Background: an optimization exercise with open tools, aiming at small area and a short achievable clock period. Do not read the settings as production practice. At most, simulation tests tie the RTL to the original design; equivalence was not proved. Function not checked in run 1: the RTL went through the layout flow alone. Power is estimated from default activity; no workload was simulated.

## flow/design.v (module list and top-level ports; edited modules follow where they fit)
// module array_multiplier: 1336 lines
// module mult_fa: 10 lines
// module mult_xor: 7 lines
// module mult_xnor: 7 lines
// module mult_or: 7 lines
module array_multiplier (
	input  logic                     clk,
	input  logic                     reset,
	input  logic                     in_valid,
	input  mult_sizes_pkg::operand_t x,
	input  mult_sizes_pkg::operand_t y,
	output logic                     product_valid,
	output mult_sizes_pkg::product_t product
);
  // ...
==> flow/flow/run.sh <==
#!/bin/bash
# Layout flow: the standard ORFS flow (standard.sh, unchanged synthesis),
# with smaller port buffers and a clock tree built from clkbuf_8 without
# dummy loads. Each tool's output goes to a log file in this folder.
set -euo pipefail
export BUFFER_PORTS_ARGS="-buffer_cell sky130_fd_sc_hd__buf_1"
export CTS_ARGS="-sink_clustering_enable -repair_clock_nets -sink_clustering_size 12 -sink_clustering_max_diameter 60 -buf_list sky130_fd_sc_hd__clkbuf_8 -dont_use_dummy_load"
bash standard.sh finish > flow_make.log 2>&1
==> flow/standard.sh <==
#!/bin/bash
# synth_recipe.tcl (not shown) runs the flow's synth.tcl, then flattens the netlist and writes it again
# the make line also repeats each setting of config.mk as NAME=value (left out here)
make -C /OpenROAD-flow-scripts/flow DESIGN_CONFIG=/design/flow/config.mk WORK_HOME=/design/flow/orfs CLKGATE_MAP_FILE= SYNTH_SCRIPT=/design/flow/synth_recipe.tcl "${@:-finish}"
==> flow/config.mk <==
export PLATFORM = sky130hd
export DESIGN_NAME = array_multiplier
export DESIGN_NICKNAME = array_multiplier
export VERILOG_FILES = /design/flow/design.v
export SDC_FILE = /design/flow/constraint.sdc
export NUM_CORES = 4
export LEC_CHECK = 0
export CAP_MARGIN = 20
export CORE_MARGIN = 2
export CORE_UTILIZATION = 40
export SETUP_SLACK_MARGIN = 3.65
export SLEW_MARGIN = 20
export SYNTH_HIERARCHICAL = 1
==> flow/constraint.sdc <==
create_clock -name core_clock -period 6.0 [get_ports {clk}]
set_input_delay 1.2000 -clock core_clock [delete_from_list [all_inputs] [get_ports {clk}]]
set_output_delay 1.2000 -clock core_clock [all_outputs]
set_load 0.01 [all_outputs]
==> results.cfg, run 1 <==
[synth]
yosysMostFrequentCell = nand2_1
synthSimpleGateAreaFrac_pct = 10.65
yosysTopAreaCellShare_pct = 40.22
syn_inst = 888
synth_top_family_by_area = adder cells
synth_xor_area_share_pct = 3.649

[clock_tree]
numClockSinks = 217
cts_root_buffer = clkbuf_8
hold_buffers = 0

[setup_path]
cp.arrival_ns = 2.77
crit_path_start_kind = flop
path_buf_inv = 0
cp_max_fo = 16
worstPathCellList = nand2_1 -> fa_1 -> fa_1 -> fa_1 -> ha_1

[sta]
min_period_over_period_pct = 38.96
slew_viol_final = 0
setup_violations = 0
rsz0062_at_grt = yes

[place]
gp_congestion = 0.8719
io_buffers = 67

[layout]
utilization_pct = 44.56
final_cells = 1275
nClkBuffers = 22
layout.nonclk_buf_share_pct = 3.803
seq_share_pct = 37.46
multi_input_area_share_pct = 52.45

[grt]
grtUsageMet2_pct = 24.28
antenna_found_initial = 0

[drt]
drt_pass1_iterations = 5
dr_wl_met2_mm = 9.420
wl_mm = 21.37
met1_length_mm = 9.456
post_drt_wl_per_cell_um = 16.76
antenna_left = 0
drtIter0Drc = 322

[run_status]
status = timing/DRC/antenna clean

[power_and_ir_drop]
switchingPower_mw = 1.821
sw_frac_of_total_pct = 34.35
power_leader = registers

[worst_hold_path]
hold_path.class = reg2reg

[die]
die_area_um2 = 28330
start_util_pct = 40.41
nWellTaps = 341
die_x_um = 168.3
==> inputs of run 2 (changes only) <==
--- a/flow/design.v
+++ b/flow/design.v
@@ -523,47 +523,47 @@
 	mult_fa u_s289 (.a(pp53), .b(pp68), .c(pp83), .s(s289), .co(c290));
 	wire s291, c292;
 	mult_fa u_s291 (.a(pp98), .b(pp113), .c(c278), .s(s291), .co(c292));
 	wire s293, c294;
 	mult_fa u_s293 (.a(c280), .b(s287), .c(s289), .s(s293), .co(c294));
 	wire s295, c296;
 	mult_fa u_s295 (.a(c282), .b(s291), .c(s293), .s(s295), .co(c296));
 	wire s297, c298;
-	mult_xnor u_s297 (.a(c286), .b(c284), .y(s297));
-	mult_or u_c298 (.a(c286), .b(c284), .y(c298));
+	mult_xnor u_s297 (.a(r898), .b(r899), .y(s297));
+	mult_or u_c298 (.a(r898), .b(r899), .y(c298));
 	wire s299, c300;
 	mult_fa u_s299 (.a(pp9), .b(pp24), .c(pp39), .s(s299), .co(c300));
 	wire s301, c302;
 	mult_fa u_s301 (.a(pp54), .b(pp69), .c(pp84), .s(s301), .co(c302));
 	wire s303, c304;
 	mult_fa u_s303 (.a(pp99), .b(pp114), .c(pp129), .s(s303), .co(c304));
 	wire s305, c306;
 	mult_fa u_s305 (.a(c288), .b(c290), .c(s299), .s(s305), .co(c306));
 	wire s307, c308;
 	mult_fa u_s307 (.a(s301), .b(s303), .c(c292), .s(s307), .co(c308));
 	wire s309, c310;
-	mult_fa u_s309 (.a(r898), .b(r899), .c(r900), .s(s309), .co(c310));
+	mult_fa u_s309 (.a(r900), .b(r901), .c(r902), .s(s309), .co(c310));
 	wire s311, c312;
-	mult_xnor u_s311 (.a(r901), .b(r902), .y(s311));
-	mult_or u_c312 (.a(r901), .b(r902), .y(c312));
+	mult_xnor u_s311 (.a(r903), .b(c298), .y(s311));
+	mult_or u_c312 (.a(r903), .b(c298), .y(c312));
 	wire s313, c314;
 	mult_fa u_s313 (.a(pp10), .b(pp25), .c(pp40), .s(s313), .co(c314));
 	wire s315, c316;
 	mult_fa u_s315 (.a(pp55), .b(pp70), .c(pp85), .s(s315), .co(c316));
 	wire s317, c318;
 	mult_fa u_s317 (.a(pp100), .b(pp115), .c(pp130), .s(s317), .co(c318));
 	wire s319, c320;
 	mult_fa u_s319 (.a(pp145), .b(c300), .c(c302), .s(s319), .co(c320));
 	wire s321, c322;
 	mult_fa u_s321 (.a(c304), .b(s313), .c(s315), .s(s321), .co(c322));
 	wire s323, c324;
 	mult_fa u_s323 (.a(s317), .b(c306), .c(s319), .s(s323), .co(c324));
 	wire s325, c326;
-	mult_fa u_s325 (.a(r903), .b(r904), .c(r905), .s(s325), .co(c326));
+	mult_fa u_s325 (.a(r904), .b(r905), .c(r906), .s(s325), .co(c326));
 	wire s327, c328;
 	mult_xnor u_s327 (.a(c310), .b(c312), .y(s327));
 	mult_or u_c328 (.a(c310), .b(c312), .y(c328));
 	wire s329, c330;
 	mult_fa u_s329 (.a(pp11), .b(pp26), .c(pp41), .s(s329), .co(c330));
 	wire s331, c332;
 	mult_fa u_s331 (.a(pp56), .b(pp71), .c(pp86), .s(s331), .co(c332));
 	wire s333, c334;
@@ -572,17 +572,17 @@
 	mult_fa u_s335 (.a(pp146), .b(pp161), .c(c314), .s(s335), .co(c336));
 	wire s337, c338;
 	mult_fa u_s337 (.a(c316), .b(c318), .c(s329), .s(s337), .co(c338));
 	wire s339, c340;
 	mult_fa u_s339 (.a(s331), .b(s333), .c(c320), .s(s339), .co(c340));
 	wire s341, c342;
 	mult_fa u_s341 (.a(c322), .b(s335), .c(s337), .s(s341), .co(c342));
 	wire s343, c344;
-	mult_fa u_s343 (.a(r906), .b(r907), .c(r908), .s(s343), .co(c344));
+	mult_fa u_s343 (.a(r907), .b(r908), .c(r909), .s(s343), .co(c344));
 	wire s345, c346;
 	mult_xnor u_s345 (.a(c326), .b(c328), .y(s345));
 	mult_or u_c346 (.a(c326), .b(c328), .y(c346));
 	wire s347, c348;
 	mult_fa u_s347 (.a(pp12), .b(pp27), .c(pp42), .s(s347), .co(c348));
 	wire s349, c350;
 	mult_fa u_s349 (.a(pp57), .b(pp72), .c(pp87), .s(s349), .co(c350));
 	wire s351, c352;
@@ -591,19 +591,19 @@
 	mult_fa u_s353 (.a(pp147), .b(pp162), .c(pp177), .s(s353), .co(c354));
 	wire s355, c356;
 	mult_fa u_s355 (.a(c330), .b(c332), .c(c334), .s(s355), .co(c356));
 	wire s357, c358;
 	mult_fa u_s357 (.a(s347), .b(s349), .c(s351), .s(s357), .co(c358));
 	wire s359, c360;
 	mult_fa u_s359 (.a(s353), .b(c336), .c(c338), .s(s359), .co(c360));
 	wire s361, c362;
-	mult_fa u_s361 (.a(r909), .b(r910), .c(r911), .s(s361), .co(c362));
+	mult_fa u_s361 (.a(r910), .b(r911), .c(r912), .s(s361), .co(c362));
 	wire s363, c364;
-	mult_fa u_s363 (.a(r912), .b(r913), .c(s361), .s(s363), .co(c364));
+	mult_fa u_s363 (.a(r913), .b(r914), .c(s361), .s(s363), .co(c364));
 	wire s365, c366;
 	mult_xnor u_s365 (.a(c344), .b(c346), .y(s365));
 	mult_or u_c366 (.a(c344), .b(c346), .y(c366));
 	wire s367, c368;
 	mult_fa u_s367 (.a(pp13), .b(pp28), .c(pp43), .s(s367), .co(c368));
 	wire s369, c370;
 	mult_fa u_s369 (.a(pp58), .b(pp73), .c(pp88), .s(s369), .co(c370));
 	wire s371, c372;
@@ -614,19 +614,19 @@
 	mult_fa u_s375 (.a(pp193), .b(c348), .c(c350), .s(s375), .co(c376));
 	wire s377, c378;
 	mult_fa u_s377 (.a(c352), .b(c354), .c(s367), .s(s377), .co(c378));
 	wire s379, c380;
 	mult_fa u_s379 (.a(s369), .b(s371), .c(s373), .s(s379), .co(c380));
 	wire s381, c382;
 	mult_fa u_s381 (.a(c356), .b(c358), .c(s375), .s(s381), .co(c382));
 	wire s383, c384;
-	mult_fa u_s383 (.a(r914), .b(r915), .c(r916), .s(s383), .co(c384));
+	mult_fa u_s383 (.a(r915), .b(r916), .c(r917), .s(s383), .co(c384));
 	wire s385, c386;
-	mult_fa u_s385 (.a(r917), .b(c362), .c(s383), .s(s385), .co(c386));
+	mult_fa u_s385 (.a(r918), .b(c362), .c(s383), .s(s385), .co(c386));
 	wire s387, c388;
 	mult_xnor u_s387 (.a(c364), .b(s385), .y(s387));
 	mult_or u_c388 (.a(c364), .b(s385), .y(c388));
 	wire s389, c390;
 	mult_fa u_s389 (.a(pp14), .b(pp29), .c(pp44), .s(s389), .co(c390));
 	wire s391, c392;
 	mult_fa u_s391 (.a(pp59), .b(pp74), .c(pp89), .s(s391), .co(c392));
 	wire s393, c394;
@@ -639,19 +639,19 @@
 	mult_fa u_s399 (.a(c370), .b(c372), .c(c374), .s(s399), .co(c400));
 	wire s401, c402;
 	mult_fa u_s401 (.a(s389), .b(s391), .c(s393), .s(s401), .co(c402));
 	wire s403, c404;
 	mult_fa u_s403 (.a(s395), .b(c376), .c(c378), .s(s403), .co(c404));
 	wire s405, c406;
 	mult_fa u_s405 (.a(c380), .b(s397), .c(s399), .s(s405), .co(c406));
 	wire s407, c408;
-	mult_fa u_s407 (.a(r918), .b(r919), .c(r920), .s(s407), .co(c408));
+	mult_fa u_s407 (.a(r919), .b(r920), .c(r921), .s(s407), .co(c408));
 	wire s409, c410;
-	mult_fa u_s409 (.a(r921), .b(c384), .c(s407), .s(s409), .co(c410));
+	mult_fa u_s409 (.a(r922), .b(c384), .c(s407), .s(s409), .co(c410));
 	wire s411, c412;
 	mult_xnor u_s411 (.a(c386), .b(s409), .y(s411));
 	mult_or u_c412 (.a(c386), .b(s409), .y(c412));
 	wire s413, c414;
 	mult_fa u_s413 (.a(pp15), .b(pp30), .c(pp45), .s(s413), .co(c414));
 	wire s415, c416;
 	mult_fa u_s415 (.a(pp60), .b(pp75), .c(pp90), .s(s415), .co(c416));
 	wire s417, c418;
@@ -666,19 +666,19 @@
 	mult_fa u_s425 (.a(c396), .b(s413), .c(s415), .s(s425), .co(c426));
 	wire s427, c428;
 	mult_fa u_s427 (.a(s417), .b(s419), .c(s421), .s(s427), .co(c428));
 	wire s429, c430;
 	mult_fa u_s429 (.a(c398), .b(c400), .c(c402), .s(s429), .co(c430));
 	wire s431, c432;
 	mult_fa u_s431 (.a(s423), .b(s425), .c(s427), .s(s431), .co(c432));
 	wire s433, c434;
-	mult_fa u_s433 (.a(r922), .b(r923), .c(r924), .s(s433), .co(c434));
+	mult_fa u_s433 (.a(r923), .b(r924), .c(r925), .s(s433), .co(c434));
 	wire s435, c436;
-	mult_fa u_s435 (.a(r925), .b(c408), .c(s433), .s(s435), .co(c436));
+	mult_fa u_s435 (.a(r926), .b(c408), .c(s433), .s(s435), .co(c436));
 	wire s437, c438;
 	mult_xnor u_s437 (.a(c410), .b(s435), .y(s437));
 	mult_or u_c438 (.a(c410), .b(s435), .y(c438));
 	wire s439, c440;
 	mult_fa u_s439 (.a(pp16), .b(pp31), .c(pp46), .s(s439), .co(c440));
 	wire s441, c442;
 	mult_fa u_s441 (.a(pp61), .b(pp76), .c(pp91), .s(s441), .co(c442));
 	wire s443, c444;
@@ -693,19 +693,19 @@
 	mult_fa u_s451 (.a(c418), .b(c420), .c(c422), .s(s451), .co(c452));
 	wire s453, c454;
 	mult_fa u_s453 (.a(s439), .b(s441), .c(s443), .s(s453), .co(c454));
 	wire s455, c456;
 	mult_fa u_s455 (.a(s445), .b(s447), .c(c424), .s(s455), .co(c456));
 	wire s457, c458;
 	mult_fa u_s457 (.a(c426), .b(c428), .c(s449), .s(s457), .co(c458));
 	wire s459, c460;
-	mult_fa u_s459 (.a(r926), .b(r927), .c(r928), .s(s459), .co(c460));
+	mult_fa u_s459 (.a(r927), .b(r928), .c(r929), .s(s459), .co(c460));
 	wire s461, c462;
-	mult_fa u_s461 (.a(r929), .b(r930), .c(r931), .s(s461), .co(c462));
+	mult_fa u_s461 (.a(r930), .b(r931), .c(r932), .s(s461), .co(c462));
 	wire s463, c464;
 	mult_fa u_s463 (.a(c434), .b(s459), .c(s461), .s(s463), .co(c464));
 	wire s465, c466;
 	mult_xnor u_s465 (.a(c436), .b(s463), .y(s465));
 	mult_or u_c466 (.a(c436), .b(s463), .y(c466));
 	wire s467, c468;
 	mult_fa u_s467 (.a(pp32), .b(pp47), .c(pp62), .s(s467), .co(c468));
 	wire s469, c470;
@@ -722,19 +722,19 @@
 	mult_fa u_s479 (.a(c446), .b(c448), .c(s467), .s(s479), .co(c480));
 	wire s481, c482;
 	mult_fa u_s481 (.a(s469), .b(s471), .c(s473), .s(s481), .co(c482));
 	wire s483, c484;
 	mult_fa u_s483 (.a(s475), .b(c450), .c(c452), .s(s483), .co(c484));
 	wire s485, c486;
 	mult_fa u_s485 (.a(c454), .b(s477), .c(s479), .s(s485), .co(c486));
 	wire s487, c488;
-	mult_fa u_s487 (.a(r932), .b(r933), .c(r934), .s(s487), .co(c488));
+	mult_fa u_s487 (.a(r933), .b(r934), .c(r935), .s(s487), .co(c488));
 	wire s489, c490;
-	mult_fa u_s489 (.a(r935), .b(r936), .c(c460), .s(s489), .co(c490));
+	mult_fa u_s489 (.a(r936), .b(r937), .c(c460), .s(s489), .co(c490));
 	wire s491, c492;
 	mult_fa u_s491 (.a(c462), .b(s487), .c(s489), .s(s491), .co(c492));
 	wire s493, c494;
 	mult_xnor u_s493 (.a(c464), .b(c466), .y(s493));
 	mult_or u_c494 (.a(c464), .b(c466), .y(c494));
 	wire s495, c496;
 	mult_fa u_s495 (.a(pp48), .b(pp63), .c(pp78), .s(s495), .co(c496));
 	wire s497, c498;
@@ -749,19 +749,19 @@
 	mult_fa u_s505 (.a(c470), .b(c472), .c(c474), .s(s505), .co(c506));
 	wire s507, c508;
 	mult_fa u_s507 (.a(c476), .b(s495), .c(s497), .s(s507), .co(c508));
 	wire s509, c510;
 	mult_fa u_s509 (.a(s499), .b(s501), .c(c478), .s(s509), .co(c510));
 	wire s511, c512;
 	mult_fa u_s511 (.a(c480), .b(c482), .c(s503), .s(s511), .co(c512));
 	wire s513, c514;
-	mult_fa u_s513 (.a(r937), .b(r938), .c(r939), .s(s513), .co(c514));
+	mult_fa u_s513 (.a(r938), .b(r939), .c(r940), .s(s513), .co(c514));
 	wire s515, c516;
-	mult_fa u_s515 (.a(r940), .b(r941), .c(r942), .s(s515), .co(c516));
+	mult_fa u_s515 (.a(r941), .b(r942), .c(r943), .s(s515), .co(c516));
 	wire s517, c518;
 	mult_fa u_s517 (.a(c488), .b(s513), .c(s515), .s(s517), .co(c518));
 	wire s519, c520;
 	mult_fa u_s519 (.a(c490), .b(s517), .c(c492), .s(s519), .co(c520));
 	wire s521, c522;
 	mult_fa u_s521 (.a(pp64), .b(pp79), .c(pp94), .s(s521), .co(c522));
 	wire s523, c524;
 	mult_fa u_s523 (.a(pp109), .b(pp124), .c(pp139), .s(s523), .co(c524));
@@ -775,19 +775,19 @@
 	mult_fa u_s531 (.a(c500), .b(c502), .c(s521), .s(s531), .co(c532));
 	wire s533, c534;
 	mult_fa u_s533 (.a(s523), .b(s525), .c(s527), .s(s533), .co(c534));
 	wire s535, c536;
 	mult_fa u_s535 (.a(c504), .b(c506), .c(c508), .s(s535), .co(c536));
 	wire s537, c538;
 	mult_fa u_s537 (.a(s529), .b(s531), .c(s533), .s(s537), .co(c538));
 	wire s539, c540;
-	mult_fa u_s539 (.a(r943), .b(r944), .c(r945), .s(s539), .co(c540));
+	mult_fa u_s539 (.a(r944), .b(r945), .c(r946), .s(s539), .co(c540));
 	wire s541, c542;
-	mult_fa u_s541 (.a(r946), .b(c514), .c(c516), .s(s541), .co(c542));
+	mult_fa u_s541 (.a(r947), .b(c514), .c(c516), .s(s541), .co(c542));
 	wire s543, c544;
 	mult_fa u_s543 (.a(s539), .b(c518), .c(s541), .s(s543), .co(c544));
 	wire s545, c546;
 	mult_fa u_s545 (.a(pp80), .b(pp95), .c(pp110), .s(s545), .co(c546));
 	wire s547, c548;
 	mult_fa u_s547 (.a(pp125), .b(pp140), .c(pp155), .s(s547), .co(c548));
 	wire s549, c550;
 	mult_fa u_s549 (.a(pp170), .b(pp185), .c(pp200), .s(s549), .co(c550));
@@ -797,19 +797,19 @@
 	mult_fa u_s553 (.a(c522), .b(c524), .c(c526), .s(s553), .co(c554));
 	wire s555, c556;
 	mult_fa u_s555 (.a(c528), .b(s545), .c(s547), .s(s555), .co(c556));
 	wire s557, c558;
 	mult_fa u_s557 (.a(s549), .b(s551), .c(c530), .s(s557), .co(c558));
 	wire s559, c560;
 	mult_fa u_s559 (.a(c532), .b(c534), .c(s553), .s(s559), .co(c560));
 	wire s561, c562;
-	mult_fa u_s561 (.a(r947), .b(r948), .c(r949), .s(s561), .co(c562));
+	mult_fa u_s561 (.a(r948), .b(r949), .c(r950), .s(s561), .co(c562));
 	wire s563, c564;
-	mult_fa u_s563 (.a(r950), .b(r951), .c(c540), .s(s563), .co(c564));
+	mult_fa u_s563 (.a(r951), .b(r952), .c(c540), .s(s563), .co(c564));
 	wire s565, c566;
 	mult_fa u_s565 (.a(s561), .b(c542), .c(s563), .s(s565), .co(c566));
 	wire s567, c568;
 	mult_fa u_s567 (.a(pp96), .b(pp111), .c(pp126), .s(s567), .co(c568));
 	wire s569, c570;
 	mult_fa u_s569 (.a(pp141), .b(pp156), .c(pp171), .s(s569), .co(c570));
 	wire s571, c572;
 	mult_fa u_s571 (.a(pp186), .b(pp201), .c(pp216), .s(s571), .co(c572));
@@ -817,19 +817,19 @@
 	mult_fa u_s573 (.a(pp231), .b(pp246), .c(c546), .s(s573), .co(c574));
 	wire s575, c576;
 	mult_fa u_s575 (.a(c548), .b(c550), .c(c552), .s(s575), .co(c576));
 	wire s577, c578;
 	mult_fa u_s577 (.a(s567), .b(s569), .c(s571), .s(s577), .co(c578));
 	wire s579, c580;
 	mult_fa u_s579 (.a(c554), .b(c556), .c(s573), .s(s579), .co(c580));
 	wire s581, c582;
-	mult_fa u_s581 (.a(r952), .b(r953), .c(r954), .s(s581), .co(c582));
+	mult_fa u_s581 (.a(r953), .b(r954), .c(r955), .s(s581), .co(c582));
 	wire s583, c584;
-	mult_fa u_s583 (.a(r955), .b(r956), .c(c562), .s(s583), .co(c584));
+	mult_fa u_s583 (.a(r956), .b(r957), .c(c562), .s(s583), .co(c584));
 	wire s585, c586;
 	mult_fa u_s585 (.a(s581), .b(c564), .c(s583), .s(s585), .co(c586));
 	wire s587, c588;
 	mult_fa u_s587 (.a(pp112), .b(pp127), .c(pp142), .s(s587), .co(c588));
 	wire s589, c590;
 	mult_fa u_s589 (.a(pp157), .b(pp172), .c(pp187), .s(s589), .co(c590));
 	wire s591, c592;
 	mult_fa u_s591 (.a(pp202), .b(pp217), .c(pp232), .s(s591), .co(c592));
@@ -837,85 +837,85 @@
 	mult_fa u_s593 (.a(pp247), .b(c568), .c(c570), .s(s593), .co(c594));
 	wire s595, c596;
 	mult_fa u_s595 (.a(c572), .b(s587), .c(s589), .s(s595), .co(c596));
 	wire s597, c598;
 	mult_fa u_s597 (.a(s591), .b(c574), .c(c576), .s(s597), .co(c598));
 	wire s599, c600;
 	mult_fa u_s599 (.a(c578), .b(s593), .c(s595), .s(s599), .co(c600));
 	wire s601, c602;
-	mult_fa u_s601 (.a(r957), .b(r958), .c(r959), .s(s601), .co(c602));
+	mult_fa u_s601 (.a(r958), .b(r959), .c(r960), .s(s601), .co(c602));
 	wire s603, c604;
 	mult_fa u_s603 (.a(c582), .b(s601), .c(c584), .s(s603), .co(c604));
 	wire s605, c606;
 	mult_fa u_s605 (.a(pp128), .b(pp143), .c(pp158), .s(s605), .co(c606));
 	wire s607, c608;
 	mult_fa u_s607 (.a(pp173), .b(pp188), .c(pp203), .s(s607), .co(c608));
 	wire s609, c610;
 	mult_fa u_s609 (.a(pp218), .b(pp233), .c(pp248), .s(s609), .co(c610));
 	wire s611, c612;
 	mult_fa u_s611 (.a(c588), .b(c590), .c(c592), .s(s611), .co(c612));
 	wire s613, c614;
 	mult_fa u_s613 (.a(s605), .b(s607), .c(s609), .s(s613), .co(c614));
 	wire s615, c616;
 	mult_fa u_s615 (.a(c594), .b(c596), .c(s611), .s(s615), .co(c616));
 	wire s617, c618;
-	mult_fa u_s617 (.a(r960), .b(r961), .c(r962), .s(s617), .co(c618));
+	mult_fa u_s617 (.a(r961), .b(r962), .c(r963), .s(s617), .co(c618));
 	wire s619, c620;
-	mult_fa u_s619 (.a(r963), .b(c602), .c(s617), .s(s619), .co(c620));
+	mult_fa u_s619 (.a(r964), .b(c602), .c(s617), .s(s619), .co(c620));
 	wire s621, c622;
 	mult_fa u_s621 (.a(pp144), .b(pp159), .c(pp174), .s(s621), .co(c622));
 	wire s623, c624;
 	mult_fa u_s623 (.a(pp189), .b(pp204), .c(pp219), .s(s623), .co(c624));
 	wire s625, c626;
 	mult_fa u_s625 (.a(pp234), .b(pp249), .c(c606), .s(s625), .co(c626));
 	wire s627, c628;
 	mult_fa u_s627 (.a(c608), .b(c610), .c(s621), .s(s627), .co(c628));
 	wire s629, c630;
 	mult_fa u_s629 (.a(s623), .b(c612), .c(c614), .s(s629), .co(c630));
 	wire s631, c632;
-	mult_fa u_s631 (.a(r964), .b(r965), .c(r966), .s(s631), .co(c632));
+	mult_fa u_s631 (.a(r965), .b(r966), .c(r967), .s(s631), .co(c632));
 	wire s633, c634;
-	mult_fa u_s633 (.a(r967), .b(c618), .c(s631), .s(s633), .co(c634));
+	mult_fa u_s633 (.a(r968), .b(c618), .c(s631), .s(s633), .co(c634));
 	wire s635, c636;
 	mult_fa u_s635 (.a(pp160), .b(pp175), .c(pp190), .s(s635), .co(c636));
 	wire s637, c638;
 	mult_fa u_s637 (.a(pp205), .b(pp220), .c(pp235), .s(s637), .co(c638));
 	wire s639, c640;
 	mult_fa u_s639 (.a(pp250), .b(c622), .c(c624), .s(s639), .co(c640));
 	wire s641, c642;
 	mult_fa u_s641 (.a(s635), .b(s637), .c(c626), .s(s641), .co(c642));
 	wire s643, c644;
-	mult_fa u_s643 (.a(r968), .b(r969), .c(r970), .s(s643), .co(c644));
+	mult_fa u_s643 (.a(r969), .b(r970), .c(r971), .s(s643), .co(c644));
 	wire s645, c646;
-	mult_fa u_s645 (.a(r971), .b(c632), .c(s643), .s(s645), .co(c646));
+	mult_fa u_s645 (.a(r972), .b(c632), .c(s643), .s(s645), .co(c646));
 	wire s647, c648;
 	mult_fa u_s647 (.a(pp176), .b(pp191), .c(pp206), .s(s647), .co(c648));
 	wire s649, c650;
 	mult_fa u_s649 (.a(pp221), .b(pp236), .c(pp251), .s(s649), .co(c650));
 	wire s651, c652;
 	mult_fa u_s651 (.a(c636), .b(c638), .c(s647), .s(s651), .co(c652));
 	wire s653, c654;
 	mult_fa u_s653 (.a(s649), .b(c640), .c(s651), .s(s653), .co(c654));
 	wire s655, c656;
-	mult_fa u_s655 (.a(r972), .b(r973), .c(c644), .s(s655), .co(c656));
+	mult_fa u_s655 (.a(r973), .b(r974), .c(c644), .s(s655), .co(c656));
 	wire s657, c658;
 	mult_fa u_s657 (.a(pp192), .b(pp207), .c(pp222), .s(s657), .co(c658));
 	wire s659, c660;
 	mult_fa u_s659 (.a(pp237), .b(pp252), .c(c648), .s(s659), .co(c660));
 	wire s661, c662;
 	mult_fa u_s661 (.a(c650), .b(s657), .c(c652), .s(s661), .co(c662));
 	wire s663, c664;
-	mult_fa u_s663 (.a(r974), .b(r975), .c(r976), .s(s663), .co(c664));
+	mult_fa u_s663 (.a(r975), .b(r976), .c(r977), .s(s663), .co(c664));
 	wire s665, c666;
 	mult_fa u_s665 (.a(pp208), .b(pp223), .c(pp238), .s(s665), .co(c666));
 	wire s667, c668;
 	mult_fa u_s667 (.a(pp253), .b(c658), .c(s665), .s(s667), .co(c668));
 	wire s669, c670;
-	mult_fa u_s669 (.a(r977), .b(r978), .c(r979), .s(s669), .co(c670));
+	mult_fa u_s669 (.a(r978), .b(r979), .c(r980), .s(s669), .co(c670));
 	wire s671, c672;
 	mult_fa u_s671 (.a(pp224), .b(pp239), .c(pp254), .s(s671), .co(c672));
 	wire s673, c674;
 	mult_fa u_s673 (.a(c666), .b(s671), .c(c668), .s(s673), .co(c674));
 	wire s675, c676;
 	mult_fa u_s675 (.a(pp240), .b(pp255), .c(c672), .s(s675), .co(c676));
 	wire t677 = ~pp1;
 	wire g678 = pp2 & pp17;
@@ -923,20 +923,20 @@
 	wire g680 = pp33 & s257;
 	wire p681 = pp33 ^ s257;
 	wire g682 = s261 & s259;
 	wire p683 = s261 ^ s259;
 	wire g684 = s267 & s265;
 	wire p685 = s267 ^ s265;
 	wire g686 = s273 & s275;
 	wire p687 = s273 ^ s275;
-	wire g688 = s285 & s283;
-	wire p689 = s285 ^ s283;
-	wire g690 = r980 & r981;
-	wire p691 = r980 ^ r981;
+	wire g688 = r981 & r982;
+	wire p689 = r981 ^ r982;
+	wire g690 = r983 & s297;
+	wire p691 = r983 ^ s297;
 	wire g692 = s311 & s309;
 	wire p693 = s311 ^ s309;
 	wire g694 = s325 & s327;
 	wire p695 = s325 ^ s327;
 	wire g696 = s343 & s345;
 	wire p697 = s343 ^ s345;
 	wire g698 = s363 & s365;
 	wire p699 = s363 ^ s365;
@@ -945,20 +945,20 @@
 	wire g702 = c388 & s411;
 	wire p703 = c388 ^ s411;
 	wire g704 = c412 & s437;
 	wire p705 = c412 ^ s437;
 	wire g706 = c438 & s465;
 	wire p707 = c438 ^ s465;
 	wire g708 = s491 & s493;
 	wire p709 = s491 ^ s493;
-	wire g710 = r982 & r983;
-	wire p711 = r982 ^ r983;
-	wire g712 = r984 & r985;
-	wire p713 = r984 ^ r985;
+	wire g710 = r984 & r985;
+	wire p711 = r984 ^ r985;
+	wire g712 = r986 & r987;
+	wire p713 = r986 ^ r987;
 	wire g714 = c544 & s565;
 	wire p715 = c544 ^ s565;
 	wire g716 = c566 & s585;
 	wire p717 = c566 ^ s585;
 	wire g718 = c586 & s603;
 	wire p719 = c586 ^ s603;
 	wire g720 = s619 & c604;
 	wire p721 = s619 ^ c604;
@@ -967,83 +967,83 @@
 	wire g724 = c634 & s645;
 	wire p725 = c634 ^ s645;
 	wire g726 = c646 & s655;
 	wire p727 = c646 ^ s655;
 	wire g728 = s663 & c656;
 	wire p729 = s663 ^ c656;
 	wire g730 = c664 & s669;
 	wire p731 = c664 ^ s669;
-	wire g732 = r986 & c670;
-	wire p733 = r986 ^ c670;
-	wire g734 = s675 & c674;
-	wire p735 = s675 ^ c674;
+	wire g732 = r988 & c670;
+	wire p733 = r988 ^ c670;
+	wire g734 = r989 & r990;
+	wire p735 = r989 ^ r990;
 	wire g736 = pp256 & c676;
 	wire p737 = pp256 ^ c676;
 	wire q738 = pp1 | t677;
 	wire q739 = g678 | (p679 & q738);
 	wire q740 = g680 | (p681 & q739);
 	wire q741 = g682 | (p683 & q740);
 	wire q742 = g684 | (p685 & q741);
 	wire q743 = g686 | (p687 & q742);
-	wire q744 = r987 | (r988 & r989);
+	wire q744 = g688 | (p689 & r991);
 	wire q745 = g690 | (p691 & q744);
 	wire q746 = g692 | (p693 & q745);
 	wire q747 = g694 | (p695 & q746);
 	wire q748 = g696 | (p697 & q747);
 	wire q749 = g698 | (p699 & q748);
 	wire a750 = p699 & p697;
 	wire q751 = g702 | (p703 & g700);
-	wire a752 = r990 & r991;
-	wire q753 = g706 | (p707 & g704);
-	wire a754 = r992 & r993;
-	wire q755 = g710 | (p711 & r994);
-	wire a756 = p711 & r995;
-	wire q757 = r996 | (r997 & g712);
-	wire a758 = r997 & p713;
-	wire q759 = r998 | (r999 & r1000);
-	wire a760 = r999 & r1001;
-	wire q761 = r1002 | (r1003 & r1004);
-	wire a762 = r1003 & r1005;
-	wire q763 = r1006 | (r1007 & r1008);
-	wire a764 = r1007 & r1009;
+	wire a752 = r992 & r993;
+	wire q753 = r994 | (r995 & r996);
+	wire a754 = r995 & r997;
+	wire q755 = g710 | (p711 & r998);
+	wire a756 = p711 & r999;
+	wire q757 = r1000 | (r1001 & g712);
+	wire a758 = r1001 & p713;
+	wire q759 = r1002 | (r1003 & r1004);
+	wire a760 = r1003 & r1005;
+	wire q761 = r1006 | (r1007 & r1008);
+	wire a762 = r1007 & r1009;
+	wire q763 = g726 | (p727 & g724);
+	wire a764 = r1010 & r1011;
 	wire q765 = g730 | (p731 & g728);
-	wire a766 = r1010 & r1011;
-	wire q767 = r1012 | (r1013 & g732);
-	wire a768 = r1014 & r1015;
+	wire a766 = r1012 & r1013;
+	wire q767 = r1014 | (r1015 & r1016);
+	wire a768 = r1015 & r1017;
 	wire q769 = g700 | (p701 & q749);
 	wire a770 = p701 & a750;
-	wire q771 = r1016 | (a752 & r1017);
-	wire a772 = a752 & r1018;
-	wire q773 = r994 | (r995 & r1019);
-	wire a774 = r995 & a754;
-	wire q775 = q755 | (a756 & r1019);
+	wire q771 = r1018 | (a752 & r1019);
+	wire a772 = a752 & r1020;
+	wire q773 = r998 | (r999 & q753);
+	wire a774 = r999 & a754;
+	wire q775 = q755 | (a756 & q753);
 	wire a776 = a756 & a754;
-	wire q777 = r1000 | (r1001 & q757);
-	wire a778 = r1001 & a758;
+	wire q777 = r1004 | (r1005 & q757);
+	wire a778 = r1005 & a758;
 	wire q779 = q759 | (a760 & q757);
 	wire a780 = a760 & a758;
-	wire q781 = r1008 | (r1009 & q761);
-	wire a782 = r1009 & a762;
-	wire q783 = q763 | (a764 & q761);
+	wire q781 = r1021 | (r1011 & q761);
+	wire a782 = r1011 & a762;
+	wire q783 = r1022 | (a764 & q761);
 	wire a784 = a764 & a762;
-	wire q785 = r1020 | (r1015 & r1021);
-	wire a786 = r1015 & a766;
-	wire q787 = r1022 | (a768 & r1021);
+	wire q785 = r1016 | (r1017 & r1023);
+	wire a786 = r1017 & a766;
+	wire q787 = q767 | (a768 & r1023);
 	wire a788 = a768 & a766;
-	wire q789 = r1023 | (r993 & q771);
-	wire a790 = r993 & a772;
-	wire q791 = r1019 | (a754 & q771);
+	wire q789 = r996 | (r997 & q771);
+	wire a790 = r997 & a772;
+	wire q791 = q753 | (a754 & q771);
 	wire a792 = a754 & a772;
 	wire q793 = q773 | (a774 & q771);
 	wire a794 = a774 & a772;
 	wire q795 = q775 | (a776 & q771);
 	wire a796 = a776 & a772;
-	wire q797 = r1004 | (r1005 & q779);
-	wire a798 = r1005 & a780;
+	wire q797 = r1008 | (r1009 & q779);
+	wire a798 = r1009 & a780;
 	wire q799 = q761 | (a762 & q779);
 	wire a800 = a762 & a780;
 	wire q801 = q781 | (a782 & q779);
 	wire a802 = a782 & a780;
 	wire q803 = q783 | (a784 & q779);
 	wire a804 = a784 & a780;
 	wire q805 = r1025 | (r1027 & q787);
 	wire a806 = r1027 & a788;
@@ -1058,86 +1058,86 @@
 	wire q815 = q797 | (a798 & q795);
 	wire a816 = a798 & a796;
 	wire q817 = q799 | (a800 & q795);
 	wire a818 = a800 & a796;
 	wire q819 = q801 | (a802 & q795);
 	wire a820 = a802 & a796;
 	wire q821 = q803 | (a804 & q795);
 	wire a822 = a804 & a796;
-	wire q823 = r1028 | (r1011 & q821);
-	wire a824 = r1011 & a822;
-	wire q825 = r1021 | (a766 & q821);
+	wire q823 = r1028 | (r1013 & q821);
+	wire a824 = r1013 & a822;
+	wire q825 = r1023 | (a766 & q821);
 	wire a826 = a766 & a822;
 	wire q827 = q785 | (a786 & q821);
 	wire a828 = a786 & a822;
 	wire q829 = q787 | (a788 & q821);
 	wire a830 = a788 & a822;
 	wire q831 = q805 | (a806 & q821);
 	wire a832 = a806 & a822;
-	wire t833 = ~r1031;
-	assign product[0] = ~t833;
+	wire t833 = ~r1030;
+	assign product[0] = ~r1031;
 	wire x835;
 	mult_xnor u_x835 (.a(p679), .b(q738), .y(x835));
 	wire x836;
 	mult_xnor u_x836 (.a(p681), .b(q739), .y(x836));
 	wire x837;
 	mult_xnor u_x837 (.a(p683), .b(q740), .y(x837));
 	wire x838;
 	mult_xnor u_x838 (.a(p685), .b(q741), .y(x838));
 	wire x839;
 	mult_xnor u_x839 (.a(p687), .b(q742), .y(x839));
 	wire x840;
-	mult_xnor u_x840 (.a(r988), .b(r989), .y(x840));
+	mult_xnor u_x840 (.a(p689), .b(r991), .y(x840));
 	wire x841;
 	mult_xnor u_x841 (.a(p691), .b(q744), .y(x841));
 	wire x842;
 	mult_xnor u_x842 (.a(p693), .b(q745), .y(x842));
 	wire x843;
 	mult_xnor u_x843 (.a(p695), .b(q746), .y(x843));
 	wire x844;
 	mult_xnor u_x844 (.a(p697), .b(q747), .y(x844));
 	wire x845;
 	mult_xnor u_x845 (.a(p699), .b(q748), .y(x845));
 	wire x846;
-	mult_xnor u_x846 (.a(r991), .b(r1017), .y(x846));
+	mult_xnor u_x846 (.a(r993), .b(r1019), .y(x846));
 	wire x847;
-	mult_xnor u_x847 (.a(r990), .b(r1032), .y(x847));
+	mult_xnor u_x847 (.a(r992), .b(r1032), .y(x847));
 	wire x848;
-	mult_xnor u_x848 (.a(r993), .b(q771), .y(x848));
+	mult_xnor u_x848 (.a(r997), .b(q771), .y(x848));
 	wire x849;
-	mult_xnor u_x849 (.a(r992), .b(q789), .y(x849));
+	mult_xnor u_x849 (.a(r995), .b(q789), .y(x849));
 	wire x850;
-	mult_xnor u_x850 (.a(r995), .b(q791), .y(x850));
+	mult_xnor u_x850 (.a(r999), .b(q791), .y(x850));
 	wire x851;
 	mult_xnor u_x851 (.a(p711), .b(q793), .y(x851));
 	wire x852;
 	mult_xnor u_x852 (.a(p713), .b(q795), .y(x852));
 	wire x853;
-	mult_xnor u_x853 (.a(r997), .b(q807), .y(x853));
+	mult_xnor u_x853 (.a(r1001), .b(q807), .y(x853));
 	wire x854;
-	mult_xnor u_x854 (.a(r1001), .b(q809), .y(x854));
+	mult_xnor u_x854 (.a(r1005), .b(q809), .y(x854));
 	wire x855;
-	mult_xnor u_x855 (.a(r999), .b(q811), .y(x855));
+	mult_xnor u_x855 (.a(r1003), .b(q811), .y(x855));
 	wire x856;
-	mult_xnor u_x856 (.a(r1005), .b(q813), .y(x856));
+	mult_xnor u_x856 (.a(r1009), .b(q813), .y(x856));
 	wire x857;
-	mult_xnor u_x857 (.a(r1003), .b(q815), .y(x857));
+	mult_xnor u_x857 (.a(r1007), .b(q815), .y(x857));
 	wire x858;
-	mult_xnor u_x858 (.a(r1009), .b(q817), .y(x858));
+	mult_xnor u_x858 (.a(r1011), .b(q817), .y(x858));
 	wire x859;
-	mult_xnor u_x859 (.a(r1007), .b(q819), .y(x859));
+	mult_xnor u_x859 (.a(r1010), .b(q819), .y(x859));
 	wire x860;
-	mult_xnor u_x860 (.a(r1011), .b(q821), .y(x860));
+	mult_xnor u_x860 (.a(r1013), .b(q821), .y(x860));
 	wire x861;
-	mult_xnor u_x861 (.a(r1010), .b(q823), .y(x861));
+	mult_xnor u_x861 (.a(r1012), .b(q823), .y(x861));
 	wire x862;
-	mult_xnor u_x862 (.a(r1015), .b(q825), .y(x862));
+	mult_xnor u_x862 (.a(r1017), .b(q825), .y(x862));
 	wire x863;
-	mult_xnor u_x863 (.a(r1014), .b(q827), .y(x863));
+	mult_xnor u_x863 (.a(r1015), .b(q827), .y(x863));
 	wire x864;
 	mult_xnor u_x864 (.a(r1027), .b(q829), .y(x864));
 	assign product[31] = ~r1033;
 	always_ff @(posedge clk) begin
 		r866 <= x[0];
 		r867 <= y[0];
 		r868 <= x[1];
 		r869 <= x[2];
@@ -1164,150 +1164,150 @@
 		r890 <= y[8];
 		r891 <= y[9];
 		r892 <= y[10];
 		r893 <= y[11];
 		r894 <= y[12];
 		r895 <= y[13];
 		r896 <= y[14];
 		r897 <= y[15];
-		r898 <= c294;
-		r899 <= s305;
-		r900 <= s307;
-		r901 <= c296;
-		r902 <= c298;
-		r903 <= s321;
-		r904 <= c308;
-		r905 <= s323;
-		r906 <= c324;
-		r907 <= s339;
-		r908 <= s341;
-		r909 <= s355;
-		r910 <= s357;
-		r911 <= c340;
-		r912 <= c342;
-		r913 <= s359;
-		r914 <= s377;
-		r915 <= s379;
-		r916 <= c360;
-		r917 <= s381;
-		r918 <= s401;
-		r919 <= c382;
-		r920 <= s403;
-		r921 <= s405;
-		r922 <= c404;
-		r923 <= c406;
-		r924 <= s429;
-		r925 <= s431;
-		r926 <= s451;
-		r927 <= s453;
-		r928 <= c430;
-		r929 <= s455;
-		r930 <= c432;
-		r931 <= s457;
-		r932 <= s481;
-		r933 <= c456;
-		r934 <= c458;
-		r935 <= s483;
-		r936 <= s485;
-		r937 <= s505;
-		r938 <= s507;
-		r939 <= c484;
-		r940 <= s509;
-		r941 <= c486;
-		r942 <= s511;
-		r943 <= c510;
-		r944 <= c512;
-		r945 <= s535;
-		r946 <= s537;
-		r947 <= s555;
-		r948 <= c536;
-		r949 <= s557;
-		r950 <= c538;
-		r951 <= s559;
-		r952 <= s575;
-		r953 <= s577;
-		r954 <= c558;
-		r955 <= c560;
-		r956 <= s579;
-		r957 <= c580;
-		r958 <= s597;
-		r959 <= s599;
-		r960 <= s613;
-		r961 <= c598;
-		r962 <= c600;
-		r963 <= s615;
-		r964 <= s625;
-		r965 <= s627;
-		r966 <= c616;
-		r967 <= s629;
-		r968 <= c628;
-		r969 <= s639;
-		r970 <= c630;
-		r971 <= s641;
-		r972 <= c642;
-		r973 <= s653;
-		r974 <= s659;
-		r975 <= c654;
-		r976 <= s661;
-		r977 <= c660;
-		r978 <= s667;
-		r979 <= c662;
-		r980 <= s295;
-		r981 <= s297;
-		r982 <= c494;
-		r983 <= s519;
-		r984 <= s543;
-		r985 <= c520;
-		r986 <= s673;
-		r987 <= g688;
-		r988 <= p689;
-		r989 <= q743;
-		r990 <= p703;
-		r991 <= p701;
-		r992 <= p707;
-		r993 <= p705;
-		r994 <= g708;
-		r995 <= p709;
-		r996 <= g714;
-		r997 <= p715;
-		r998 <= g718;
-		r999 <= p719;
-		r1000 <= g716;
-		r1001 <= p717;
-		r1002 <= g722;
-		r1003 <= p723;
-		r1004 <= g720;
-		r1005 <= p721;
-		r1006 <= g726;
-		r1007 <= p727;
-		r1008 <= g724;
-		r1009 <= p725;
-		r1010 <= p731;
-		r1011 <= p729;
-		r1012 <= g734;
-		r1013 <= p735;
-		r1014 <= r1013;
-		r1015 <= p733;
-		r1016 <= q751;
-		r1017 <= q749;
-		r1018 <= a750;
-		r1019 <= q753;
-		r1020 <= g732;
-		r1021 <= q765;
-		r1022 <= q767;
-		r1023 <= g704;
+		r898 <= c286;
+		r899 <= c284;
+		r900 <= c294;
+		r901 <= s305;
+		r902 <= s307;
+		r903 <= c296;
+		r904 <= s321;
+		r905 <= c308;
+		r906 <= s323;
+		r907 <= c324;
+		r908 <= s339;
+		r909 <= s341;
+		r910 <= s355;
+		r911 <= s357;
+		r912 <= c340;
+		r913 <= c342;
+		r914 <= s359;
+		r915 <= s377;
+		r916 <= s379;
+		r917 <= c360;
+		r918 <= s381;
+		r919 <= s401;
+		r920 <= c382;
+		r921 <= s403;
+		r922 <= s405;
+		r923 <= c404;
+		r924 <= c406;
+		r925 <= s429;
+		r926 <= s431;
+		r927 <= s451;
+		r928 <= s453;
+		r929 <= c430;
+		r930 <= s455;
+		r931 <= c432;
+		r932 <= s457;
+		r933 <= s481;
+		r934 <= c456;
+		r935 <= c458;
+		r936 <= s483;
+		r937 <= s485;
+		r938 <= s505;
+		r939 <= s507;
+		r940 <= c484;
+		r941 <= s509;
+		r942 <= c486;
+		r943 <= s511;
+		r944 <= c510;
+		r945 <= c512;
+		r946 <= s535;
+		r947 <= s537;
+		r948 <= s555;
+		r949 <= c536;
+		r950 <= s557;
+		r951 <= c538;
+		r952 <= s559;
+		r953 <= s575;
+		r954 <= s577;
+		r955 <= c558;
+		r956 <= c560;
+		r957 <= s579;
+		r958 <= c580;
+		r959 <= s597;
+		r960 <= s599;
+		r961 <= s613;
+		r962 <= c598;
+		r963 <= c600;
+		r964 <= s615;
+		r965 <= s625;
+		r966 <= s627;
+		r967 <= c616;
+		r968 <= s629;
+		r969 <= c628;
+		r970 <= s639;
+		r971 <= c630;
+		r972 <= s641;
+		r973 <= c642;
+		r974 <= s653;
+		r975 <= s659;
+		r976 <= c654;
+		r977 <= s661;
+		r978 <= c660;
+		r979 <= s667;
+		r980 <= c662;
+		r981 <= s285;
+		r982 <= s283;
+		r983 <= s295;
+		r984 <= c494;
+		r985 <= s519;
+		r986 <= s543;
+		r987 <= c520;
+		r988 <= s673;
+		r989 <= s675;
+		r990 <= c674;
+		r991 <= q743;
+		r992 <= p703;
+		r993 <= p701;
+		r994 <= g706;
+		r995 <= p707;
+		r996 <= g704;
+		r997 <= p705;
+		r998 <= g708;
+		r999 <= p709;
+		r1000 <= g714;
+		r1001 <= p715;
+		r1002 <= g718;
+		r1003 <= p719;
+		r1004 <= g716;
+		r1005 <= p717;
+		r1006 <= g722;
+		r1007 <= p723;
+		r1008 <= g720;
+		r1009 <= p721;
+		r1010 <= p727;
+		r1011 <= p725;
+		r1012 <= p731;
+		r1013 <= p729;
+		r1014 <= g734;
+		r1015 <= p735;
+		r1016 <= g732;
+		r1017 <= p733;
+		r1018 <= q751;
+		r1019 <= q749;
+		r1020 <= a750;
+		r1021 <= g724;
+		r1022 <= q763;
+		r1023 <= q765;
 		r1024 <= g736;
 		r1025 <= r1024;
 		r1026 <= p737;
 		r1027 <= r1026;
 		r1028 <= g728;
 		r1029 <= t677;
 		r1030 <= r1029;
-		r1031 <= r1030;
+		r1031 <= t833;
 		r1032 <= q769;
 		r1033 <= q831;
 		r1034 <= x835;
 		r1035 <= r1034;
 		product[1] <= r1035;
 		r1037 <= x836;
 		r1038 <= r1037;
 		product[2] <= r1038;
==> flow/config.mk (replaced) <==
export PLATFORM = sky130hd
export DESIGN_NAME = array_multiplier
export DESIGN_NICKNAME = array_multiplier
export VERILOG_FILES = /design/flow/design.v
export SDC_FILE = /design/flow/constraint.sdc
export NUM_CORES = 4
export LEC_CHECK = 0
export CAP_MARGIN = 20
export CORE_MARGIN = 2
export CORE_UTILIZATION = 40
export SETUP_SLACK_MARGIN = 3.75
export SLEW_MARGIN = 20
export SYNTH_HIERARCHICAL = 1
==> run 2 against run 1 <==
  * Combinational power decreased by 3%
  * Sequential share of layout area shrank 0.81 points
  * Largest power group unchanged
  * Synthesized cell count increased by 0.90%
  * Highest routed layer is now met5
==> results.cfg, run 2 <==
[synth]
synth_edf_count = 0
netlist_area_um2 = 10790
synthTopCellsByArea = dfxtp_1, fa_1, nand2_1, xnor2_1, ha_1
syn_avg_cell_area_um2 = 12.04
yosysTopAreaCellShare_pct = 40.26
syn_inst = 896
synth_common_cells = nand2_1, dfxtp_1, fa_1, clkbuf_1, xnor2_1
ys_seq_elements = 217
synth_cell_type_count = 35
synth_ff_type = dfxtp_1
synthArstFlopShare_pct = 0
ys_seq_area_share_pct = 40.26
syn_nets = 1156
yosysWarnings = 7
yosysMostFrequentCell = nand2_1
synth_top_area_cell = dfxtp_1

[clock_tree]
cts_tree = built
cts_buffer_depth = 3
numClockSinks = 217
h-tree-depth = 1
cts_root_buffer = clkbuf_8
clk_pin_slew_worst_paths_ns = 0.07
cts_buffers = 25
hold_buffers = 0
clk_latency_ns = 0.56

[power_and_ir_drop]
p_int_mw = 3.479
vdd_drop_max_uv = 202.7
switchingPower_mw = 1.832
sw_frac_of_total_pct = 34.49
pwr-share-clk_pct = 15.9
pwr-share-comb_pct = 41.2
p_seq_share_pct = 42.9
power.leakage_nw = 4.607
power.density_nw_per_um2 = 435.8

[sta]
fin_setup_tns_ns = 0
worst_pin_slew_ns = 0.5773
setup_violations = 0
rsz0062_at_grt = yes
fmaxAchievable_ghz = 0.4402
min_period_ns = 2.272
slew_viol_final = 0
max-slew-margin-rel_pct = 61.43
min_period_over_period_pct = 37.87
fin_ws_ns = 3.728
finalHoldViolCount = 0
fin_skew_ns = 0.05234

[place]
hpwl_mm = 15.67
place_ws_ns = 3.316
gp_congestion = 0.8602
dp_cells = 1244
io_buffers = 67

[drt]
num_vias = 6434
drtIter0Drc = 365
vias_per_cell = 4.919
wl_mm = 22.62
post_drt_wl_per_cell_um = 17.29
drc_errors = 0
antenna_left = 0
drt_pass1_iterations = 5

[setup_path]
worstPathCellList = nand2_1 -> fa_1 -> fa_1 -> fa_1
slowest_delay_ns = 0.56
rr_startpoint = r887$_DFF_P_
cp_max_fo = 16
startpoint = r887$_DFF_P_
crit_family = adder cells
crit_top_cell = fa_1
regToRegEndpoint = r947$_DFF_P_
critPathCaptureType = flop
worst-setup-path-type = reg2reg
cp-endpoint = r947$_DFF_P_
cp.arrival_ns = 2.69
crit_required_ns = 6.42
reg2regPathDepth = 4
path_buf_inv = 0
path_depth = 4
cpMaxStageDelayCell = fa_1
crit_path_start_kind = flop
ff2ff_setup_slack_ns = 3.73

[grt]
antenna_found_initial = 1
grt_use_total_pct = 16.46
grt_max_degree = 17
grt_pass1_vias = 7033
grt-ovfl-total = 0
grt_pass1_wl_mm = 36.36

[worst_hold_path]
hold_path.class = reg2reg

[die]
die_x_um = 168.3
pin_count = 68
dieHeight_um = 168.3
die_area_um2 = 28310
num_rows = 60
start_util_pct = 40.38
core-area_um2 = 26730

[run_status]
status = timing/DRC/antenna clean

[layout]
final_cells = 1308
final_layout_size_suffix_gt1_share_pct = 13.75
syn_to_final_growth_pct = 12.93
final_cell_mix = nand2_1, fa_1, dfxtp_1
diodes = 0
largest_reg_flops = 30
nFillCells = 2473
regMostFlops = product
fin_nets = 1229
final_common_cell = nand2_1

[run]
drv_cap = 0
run 2: Yosys stat by module (local to each module, per instance):
module / flops+latches / copies in the design / cells / cell area, µm²
mult_xnor: 0 / 45 / 1 / 8.758
mult_fa: 0 / 195 / 1 / 20.02
array_multiplier: 217 / 1 / 641 / 6400
mult_or: 0 / 15 / 1 / 6.256
run 2: worst register-to-register path, stage by stage, from the launching register on:
cell and delay [ns]:
dfxtp_4 0.49, nand2_1 0.12, fa_1 0.47, fa_1 0.56, fa_1 0.50
run 2: metrics by stage:
stage	util [%]	total power [mW]	hold WS [ns]	instance area [µm²]
6_report	45.60	5.311	0.3214	12190
5_1_grt	45.60	5.854	0.3349	12190
4_1_cts	44.49	5.385	0.3294	11890
3_5_place_dp	42.08	4.462	0.3121	11250
3_3_place_gp	42.08	4.400	0.3115	11250
2_1_floorplan	-	3.860	0.3096	10960
run 2: final cells by class:
| cell class | count | area, µm² | share of cell area, % |
|---|---|---|---|
| multi-input combinational | 611 | 6226 | 51.09 |
| sequential | 217 | 4467 | 36.65 |
| timing repair buffer | 106 | 693.2 | 5.688 |
| tap | 341 | 426.7 | 3.501 |
| clock buffer | 25 | 344.1 | 2.823 |
| inverter | 8 | 30.03 | 0.2464 |
run 2: how the worst min path moves through the flow:
stage	start	end	slack, ns	cells after the start
3_5_place_dp	r1049$_DFF_P_	product[6]$_DFF_P_	0.31	0
6_report	r1043$_DFF_P_	r1044$_DFF_P_	0.32	0
2_1_floorplan	r1057$_DFF_P_	product[10]$_DFF_P_	0.31	0
5_1_grt	r1034$_DFF_P_	r1035$_DFF_P_	0.33	0
3_3_place_gp	r1041$_DFF_P_	product[3]$_DFF_P_	0.31	0
4_1_cts	r1034$_DFF_P_	r1035$_DFF_P_	0.33	0
run 2: routing by layer:
layer | track usage [%] | routed length [µm]
met1 | 21.48 | 9604
met2 | 25.59 | 10090
met3 | 6.018 | 2290
met4 | 5.360 | 612
met5 | 0 | 13
run 2: what timing repair did:
item	4_1_cts	5_1_grt
cloned	0	0
setup buffers	13	26
pin swaps	6	5
resized for setup	78	26
endpoints found under the setup margin	83	41
run 2: cells by family after synthesis:
logic type / Yosys count / share of synthesized area, %
other: 1 / 0.03475
DFF: 217 / 40.26
AOI/OAI and AO/OA: 46 / 3.142
buffers and inverters: 68 / 2.365
and+or+nand+nor: 294 / 10.90
xor gates and xnor gates: 45 / 3.652
adders and majority gates: 225 / 39.65
run 2: power groups by stage:
stage          Combinational [mW]  Sequential (mW)  Clock, mW
2_1_floorplan                1.60             2.26          0
3_3_place_gp                 2.08             2.32          0
3_5_place_dp                 2.13             2.34          0
4_1_cts                      2.20             2.29      0.888
5_1_grt                      2.58             2.34      0.941
6_report                     2.19             2.28      0.842
==> inputs of run 3 (changes only) <==
--- a/flow/config.mk
+++ b/flow/config.mk
@@ -8,6 +8,6 @@
 export CAP_MARGIN = 20
 export CORE_MARGIN = 2
 export CORE_UTILIZATION = 40
-export SETUP_SLACK_MARGIN = 3.75
+export SETUP_SLACK_MARGIN = 3.8
 export SLEW_MARGIN = 20
 export SYNTH_HIERARCHICAL = 1
==> run 3 against run 2 <==
  * Still clean
  * Register-to-register slack better by 0.03 ns
  * Combinational power increased by 5%
  * Critical endpoint unchanged
  * Worst hold slack worse by 0.0092 ns
  * Sequential cell count unchanged
  * Clock power fell by 2.6%
==> results.cfg, run 3 <==
[synth]
syn_nets = 1156
yosysWarnings = 7
ys_seq_elements = 217
synthArstFlopShare_pct = 0
synth_common_cells = nand2_1, dfxtp_1, fa_1, clkbuf_1, xnor2_1
synth_edf_count = 0
yosysTopAreaCellShare_pct = 40.26
syn_inst = 896
syn_avg_cell_area_um2 = 12.04
netlist_area_um2 = 10790
synthTopCellsByArea = dfxtp_1, fa_1, nand2_1, xnor2_1, ha_1
yosysMostFrequentCell = nand2_1
synth_ff_type = dfxtp_1
synth_cell_type_count = 35
synth_top_area_cell = dfxtp_1
ys_seq_area_share_pct = 40.26

[sta]
fmaxAchievable_ghz = 0.4452
finalHoldViolCount = 0
setup_violations = 0
slew_viol_final = 0
min_period_over_period_pct = 37.44
fin_skew_ns = 0.05905
rsz0062_at_grt = yes
whs_ns = 0.3121
min_period_ns = 2.246
fin_setup_tns_ns = 0

[clock_tree]
cts_root_buffer = clkbuf_8
hold_buffers = 0
cts_tree = built
numClockSinks = 217
cts_buffer_depth = 3
clk_pin_slew_worst_paths_ns = 0.08
cts_buffers = 24
h-tree-depth = 1
clk_latency_ns = 0.56

[drt]
post_drt_wl_per_cell_um = 17.66
drc_errors = 0
drtIter0Drc = 387
wl_mm = 23.52
antenna_left = 0
vias_per_cell = 4.917
drt_pass1_iterations = 5
num_vias = 6550

[worst_hold_path]
min_from = r1037$_DFF_P_
hold_depth = 0
hold_path.class = reg2reg
min_delay_worst_endpoint = r1038$_DFF_P_

[run_status]
status = timing/DRC/antenna clean

[die]
start_util_pct = 40.38
die_x_um = 168.3
num_rows = 60
die_area_um2 = 28310
dieHeight_um = 168.3
core-area_um2 = 26730
pin_count = 68

[power_and_ir_drop]
power.density_nw_per_um2 = 425.6
power_mw = 5.404
vdd_drop_max_uv = 220.5
power.leakage_nw = 4.827

[setup_path]
critPathCaptureType = flop
crit_path_start_kind = flop
cp.arrival_ns = 2.75
rr_startpoint = r888$_DFF_P_
ff2ff_setup_slack_ns = 3.75
cp_max_fo = 8
reg2regPathDepth = 5
crit_required_ns = 6.50
worst-setup-path-type = reg2reg
regToRegEndpoint = r947$_DFF_P_

[layout]
final_cells = 1332
diodes = 0
largest_reg_flops = 30
final_common_cell = nand2_1
syn_to_final_growth_pct = 17.68
utilization_pct = 47.52
final_layout_size_suffix_gt1_share_pct = 21.29
fin_nets = 1253
nFillCells = 2397
final_cell_mix = nand2_1, fa_1, dfxtp_1
regMostFlops = product

[grt]
grt_use_total_pct = 16.50
grt_pass1_wl_mm = 36.92
grt_max_degree = 17
grt_pass1_vias = 7174
grt-ovfl-total = 0
antenna_found_initial = 0

[place]
hpwl_mm = 15.59
dp_cells = 1244
gp_congestion = 0.8900
io_buffers = 67

[run]
drv_cap = 0
==> run 3: cell counts after synthesis <==
Identical to the previous run, type by type.
==> run 3: area by class of cell <==
type                            count  area (µm²)  share of cell area, %
Clock buffer                       24       330.3                  2.601
Inverter                            8       30.03                 0.2365
Multi-Input combinational cell    611        6321                  49.77
Sequential cell                   217        4484                  35.31
Tap cell                          341       426.7                  3.360
Timing Repair Buffer              131        1107                  8.719
==> run 3: worst max-delay path, stage by stage (launching register included) <==
cell,delay (ns)
dfxtp_4,0.43
buf_8,0.15
nand2_1,0.08
fa_2,0.56
fa_1,0.44
fa_2,0.53
==> run 3: cell families (layout without fill, tap and decap cells) <==
group	Yosys count	in the layout	share of synthesized area (%)
flops	217	217	40.26
xor+xnor	45	45	3.652
fa+ha+maj	225	225	39.65
buf+inv	68	163	2.365
simple gates	294	294	10.90
compound gates	46	46	3.142
other cells	1	1	0.03475
==> run 3: how the worst max path moves through the flow <==
stage | endpoint | cells past startpoint | slack (ns) | start
6_report | r947$_DFF_P_ | 5 | 3.75 | r888$_DFF_P_
5_1_grt | r960$_DFF_P_ | 4 | 3.73 | r894$_DFF_P_
4_1_cts | product[0] | 2 | 3.74 | r1031$_DFF_P_
3_5_place_dp | r991$_DFF_P_ | 6 | 3.34 | r870$_DFF_P_
3_3_place_gp | r991$_DFF_P_ | 6 | 3.35 | r870$_DFF_P_
2_1_floorplan | r926$_DFF_P_ | 6 | 3.77 | r874$_DFF_P_
==> run 3: through the flow <==
step           area, µm²  setup WS (ns)
2_1_floorplan      11190          3.773
4_1_cts            12060          3.739
3_5_place_dp       11250          3.335
5_1_grt            12700          3.729
6_report           12700          3.754
3_3_place_gp       11250          3.346
==> run 3: what timing repair did <==
item / in CTS / in global routing
pin swaps: 5 / 16
endpoints found under the setup margin: 107 / 67
resized for setup: 104 / 74
buffers inserted: 23 / 41
==> run 3: modules after synthesis (local to each module, per instance) <==
module / flops+latches / cells inside
array_multiplier: 217 / 641
mult_or: 0 / 1
mult_fa: 0 / 1
mult_xnor: 0 / 1
==> run 3: power breakdown <==
group	internal (mW)	total (mW)	leakage, nW	switching (mW)
combinational	1.22	2.29	2.82	1.08
clock	0.355	0.820	0.173	0.466
sequential	1.99	2.29	1.83	0.302
==> run 3: per-layer routing <==
| layer | track usage [%] | vias up | wire length (µm) |
|---|---|---|---|
| li1 | - | 2926 | - |
| met1 | 21.63 | 3250 | 9714 |
| met2 | 26.75 | 306 | 10730 |
| met3 | 4.654 | 68 | 2268 |
| met4 | 5.060 | 0 | 804 |
| met5 | 0 | - | 0 |
==> inputs of run 4 (changes only) <==
--- a/flow/config.mk
+++ b/flow/config.mk
@@ -8,6 +8,6 @@
 export CAP_MARGIN = 20
 export CORE_MARGIN = 2
 export CORE_UTILIZATION = 40
-export SETUP_SLACK_MARGIN = 3.8
+export SETUP_SLACK_MARGIN = 3.7
 export SLEW_MARGIN = 20
 export SYNTH_HIERARCHICAL = 1
==> run 4 against run 3 <==
  * Critical endpoint unchanged
  * Wire length shrank 5.0%
  * Sequential share of layout area grew 1.8 points
  * Non-clock buffer count shrank 39
  * Total power shrank 2.7%
  * Critical path type unchanged
  * Still clean on timing, DRC and antenna
  * Maximum frequency shrank 0.59%
  * Worst hold slack gained 0.016 ns
  * Final cell count shrank 2.9%
==> results.cfg, run 4 <==
[grt]
antenna_found_initial = 0
grt_pass1_vias = 6897
grt_use_total_pct = 16.62
grt-ovfl-total = 0
grt_max_degree = 17
grt_pass1_wl_mm = 36.75

[die]
num_rows = 60
core-area_um2 = 26730
die_area_um2 = 28310
die_x_um = 168.3
dieHeight_um = 168.3
pin_count = 68
start_util_pct = 40.38

[clock_tree]
clk_pin_slew_worst_paths_ns = 0.08
cts_buffer_depth = 3
cts_buffers = 24
cts_tree = built
numClockSinks = 217
cts_root_buffer = clkbuf_8
clk_latency_ns = 0.56
h-tree-depth = 1

[synth]
yosysTopAreaCellShare_pct = 40.26
synthArstFlopShare_pct = 0
synth_edf_count = 0
syn_nets = 1156
syn_avg_cell_area_um2 = 12.04
synthTopCellsByArea = dfxtp_1, fa_1, nand2_1, xnor2_1, ha_1
synth_cell_type_count = 35
ys_seq_elements = 217
synth_top_area_cell = dfxtp_1
yosysMostFrequentCell = nand2_1
yosysWarnings = 7
netlist_area_um2 = 10790
synth_common_cells = nand2_1, dfxtp_1, fa_1, clkbuf_1, xnor2_1
synth_ff_type = dfxtp_1
ys_seq_area_share_pct = 40.26
syn_inst = 896

[layout]
regMostFlops = product
final_cell_mix = nand2_1, fa_1, dfxtp_1
largest_reg_flops = 30
syn_to_final_growth_pct = 11.40
final_cells = 1293
final_layout_size_suffix_gt1_share_pct = 10.19
final_common_cell = nand2_1
fin_nets = 1214
stdcell_area_um2 = 12020
diodes = 0

[place]
io_buffers = 67
hpwl_mm = 15.78
dp_cells = 1244
placed_cell_area_um2 = 11240
place_ws_ns = 3.295
gp_congestion = 0.8607

[drt]
drtIter0Drc = 444
wl_mm = 22.36
num_vias = 6356
post_drt_wl_per_cell_um = 17.29
drc_errors = 0
drt_pass1_iterations = 6
vias_per_cell = 4.916
antenna_left = 0

[setup_path]
cpMaxStageDelayCell = fa_1
reg2regPathDepth = 4
slowest_delay_ns = 0.54
crit_required_ns = 6.42
crit_family = adder cells
regToRegEndpoint = r947$_DFF_P_
cp_max_fo = 15
path_buf_inv = 0
cp.arrival_ns = 2.68
critPathCaptureType = flop
worstPathCellList = nand2_1 -> fa_1 -> fa_1 -> fa_1
ff2ff_setup_slack_ns = 3.74
rr_startpoint = r887$_DFF_P_
crit_path_start_kind = flop
crit_top_cell = fa_1
worst-setup-path-type = reg2reg

[power_and_ir_drop]
power.density_nw_per_um2 = 437.6
power.leakage_nw = 4.471
vdd_drop_max_uv = 261.4
power_mw = 5.261

[sta]
setup_violations = 0
fin_skew_ns = 0.04390
rsz0062_at_grt = yes
fmaxAchievable_ghz = 0.4426
fin_setup_tns_ns = 0
min_period_over_period_pct = 37.66
min_period_ns = 2.260
fin_ws_ns = 3.740
slew_viol_final = 0
finalHoldViolCount = 0

[worst_hold_path]
min_delay_worst_endpoint = product[5]$_DFF_P_
min_from = r1047$_DFF_P_
hold_depth = 0
hold_path.class = reg2reg

[run]
drv_cap = 0

[run_status]
status = timing/DRC/antenna clean
==> run 4: cell counts after synthesis <==
No cell type changed its count.
==> run 4: metrics by stage <==
| stage | hold WS, ns | utilization (%) |
|---|---|---|
| floorplan | 0.3096 | - |
| global placement | 0.3119 | 42.07 |
| detailed placement | 0.3143 | 42.07 |
| CTS | 0.3318 | 44.06 |
| global route | 0.3345 | 44.98 |
| finish | 0.3280 | 44.98 |
==> run 4: cell type report <==
class,instances,area [µm²]
Inverter,8,30.03
Multi-Input combinational cell,611,6227
Timing Repair Buffer,92,540.5
Clock buffer,24,330.3
Sequential cell,217,4467
Tap cell,341,426.7
Fill cell,2433,14700
==> run 4: report_power, final <==
part | internal (mW) | switching, mW | leakage [nW] | total, mW
clock network | 0.354 | 0.468 | 0.173 | 0.822
logic | 1.11 | 1.05 | 2.46 | 2.16
registers | 1.98 | 0.298 | 1.83 | 2.28
total | 3.44 | 1.82 | 4.47 | 5.26
==> run 4: timing repair <==
item,in CTS,in global routing
pin swaps,3,8
gates resized for setup,61,14
setup buffers,5,20
hold buffers,0,0
setup endpoints to repair,69,31
==> run 4: worst max path at each step <==
stage / startpoint / end / slack [ns] / depth (start not counted)
2_1_floorplan: r886$_DFF_P_ / r922$_DFF_P_ / 3.71 / 6
3_3_place_gp: r867$_DFF_P_ / r991$_DFF_P_ / 3.31 / 6
3_5_place_dp: r888$_DFF_P_ / r926$_DFF_P_ / 3.30 / 4
4_1_cts: r880$_DFF_P_ / r926$_DFF_P_ / 3.70 / 4
5_1_grt: r899$_DFF_P_ / r1032$_DFF_P_ / 3.69 / 8
6_report: r887$_DFF_P_ / r947$_DFF_P_ / 3.74 / 4
==> run 4: cells by family after synthesis <==
| family | count (synthesis) | synth area share, % |
|---|---|---|
| adder cells (fa/ha/maj) | 225 | 39.65 |
| other | 1 | 0.03475 |
| AND/OR/NAND/NOR | 294 | 10.90 |
| AO/OA/AOI/OAI | 46 | 3.142 |
| XOR/XNOR | 45 | 3.652 |
| flip-flops | 217 | 40.26 |
| buffers and inverters | 68 | 2.365 |
==> run 4: layer usage <==
layer / vias up / routed length (µm) / GRT usage [%] / part of all wire, %
li1: 2839 / - / - / -
met1: 3210 / 9565 / 22.49 / 43
met2: 260 / 10090 / 25.93 / 45
met3: 47 / 2135 / 5.148 / 9.6
met4: 0 / 561 / 4.760 / 2.5
met5: - / 0 / 0 / 0
==> run 4: per-module statistics from Yosys (local to each module, per instance) <==
module / flops+latches / cells / copies in the design / cell area (µm²)
array_multiplier: 217 / 641 / 1 / 6400
mult_fa: 0 / 1 / 195 / 20.02
mult_xnor: 0 / 1 / 45 / 8.758
mult_or: 0 / 1 / 15 / 6.256

[static timing again, ports no longer ideal]
No port has a modelled driver above. Below, the same layouts with a new extraction and two added sets of constraints. Step 1 (the two cells are an assumption about what drives the block):
set clk [get_ports {clk}]
set_driving_cell -lib_cell sky130_fd_sc_hd__clkbuf_16 $clk
set_driving_cell -lib_cell sky130_fd_sc_hd__buf_2 [delete_from_list [all_inputs] $clk]
Step 2 times the ports against the registers' clock, not the clock port: input delays grow and output delays shrink by t, the midpoint of the rising clock arrivals with the driver on. a / b / c = ideal / step 1 / step 2; a / b = the first two.
run	t, ns	slack for setup (ns)	cell pins on the clock port's net
run 1	0.555	3.662 / 3.662 / 3.662	1
run 2	0.577	3.728 / 3.720 / 3.728	1
run 3	0.569	3.754 / 3.746 / 3.754	1
run 4	0.587	3.740 / 3.716 / 3.740	1
After both steps setup and hold are still met in every run listed.
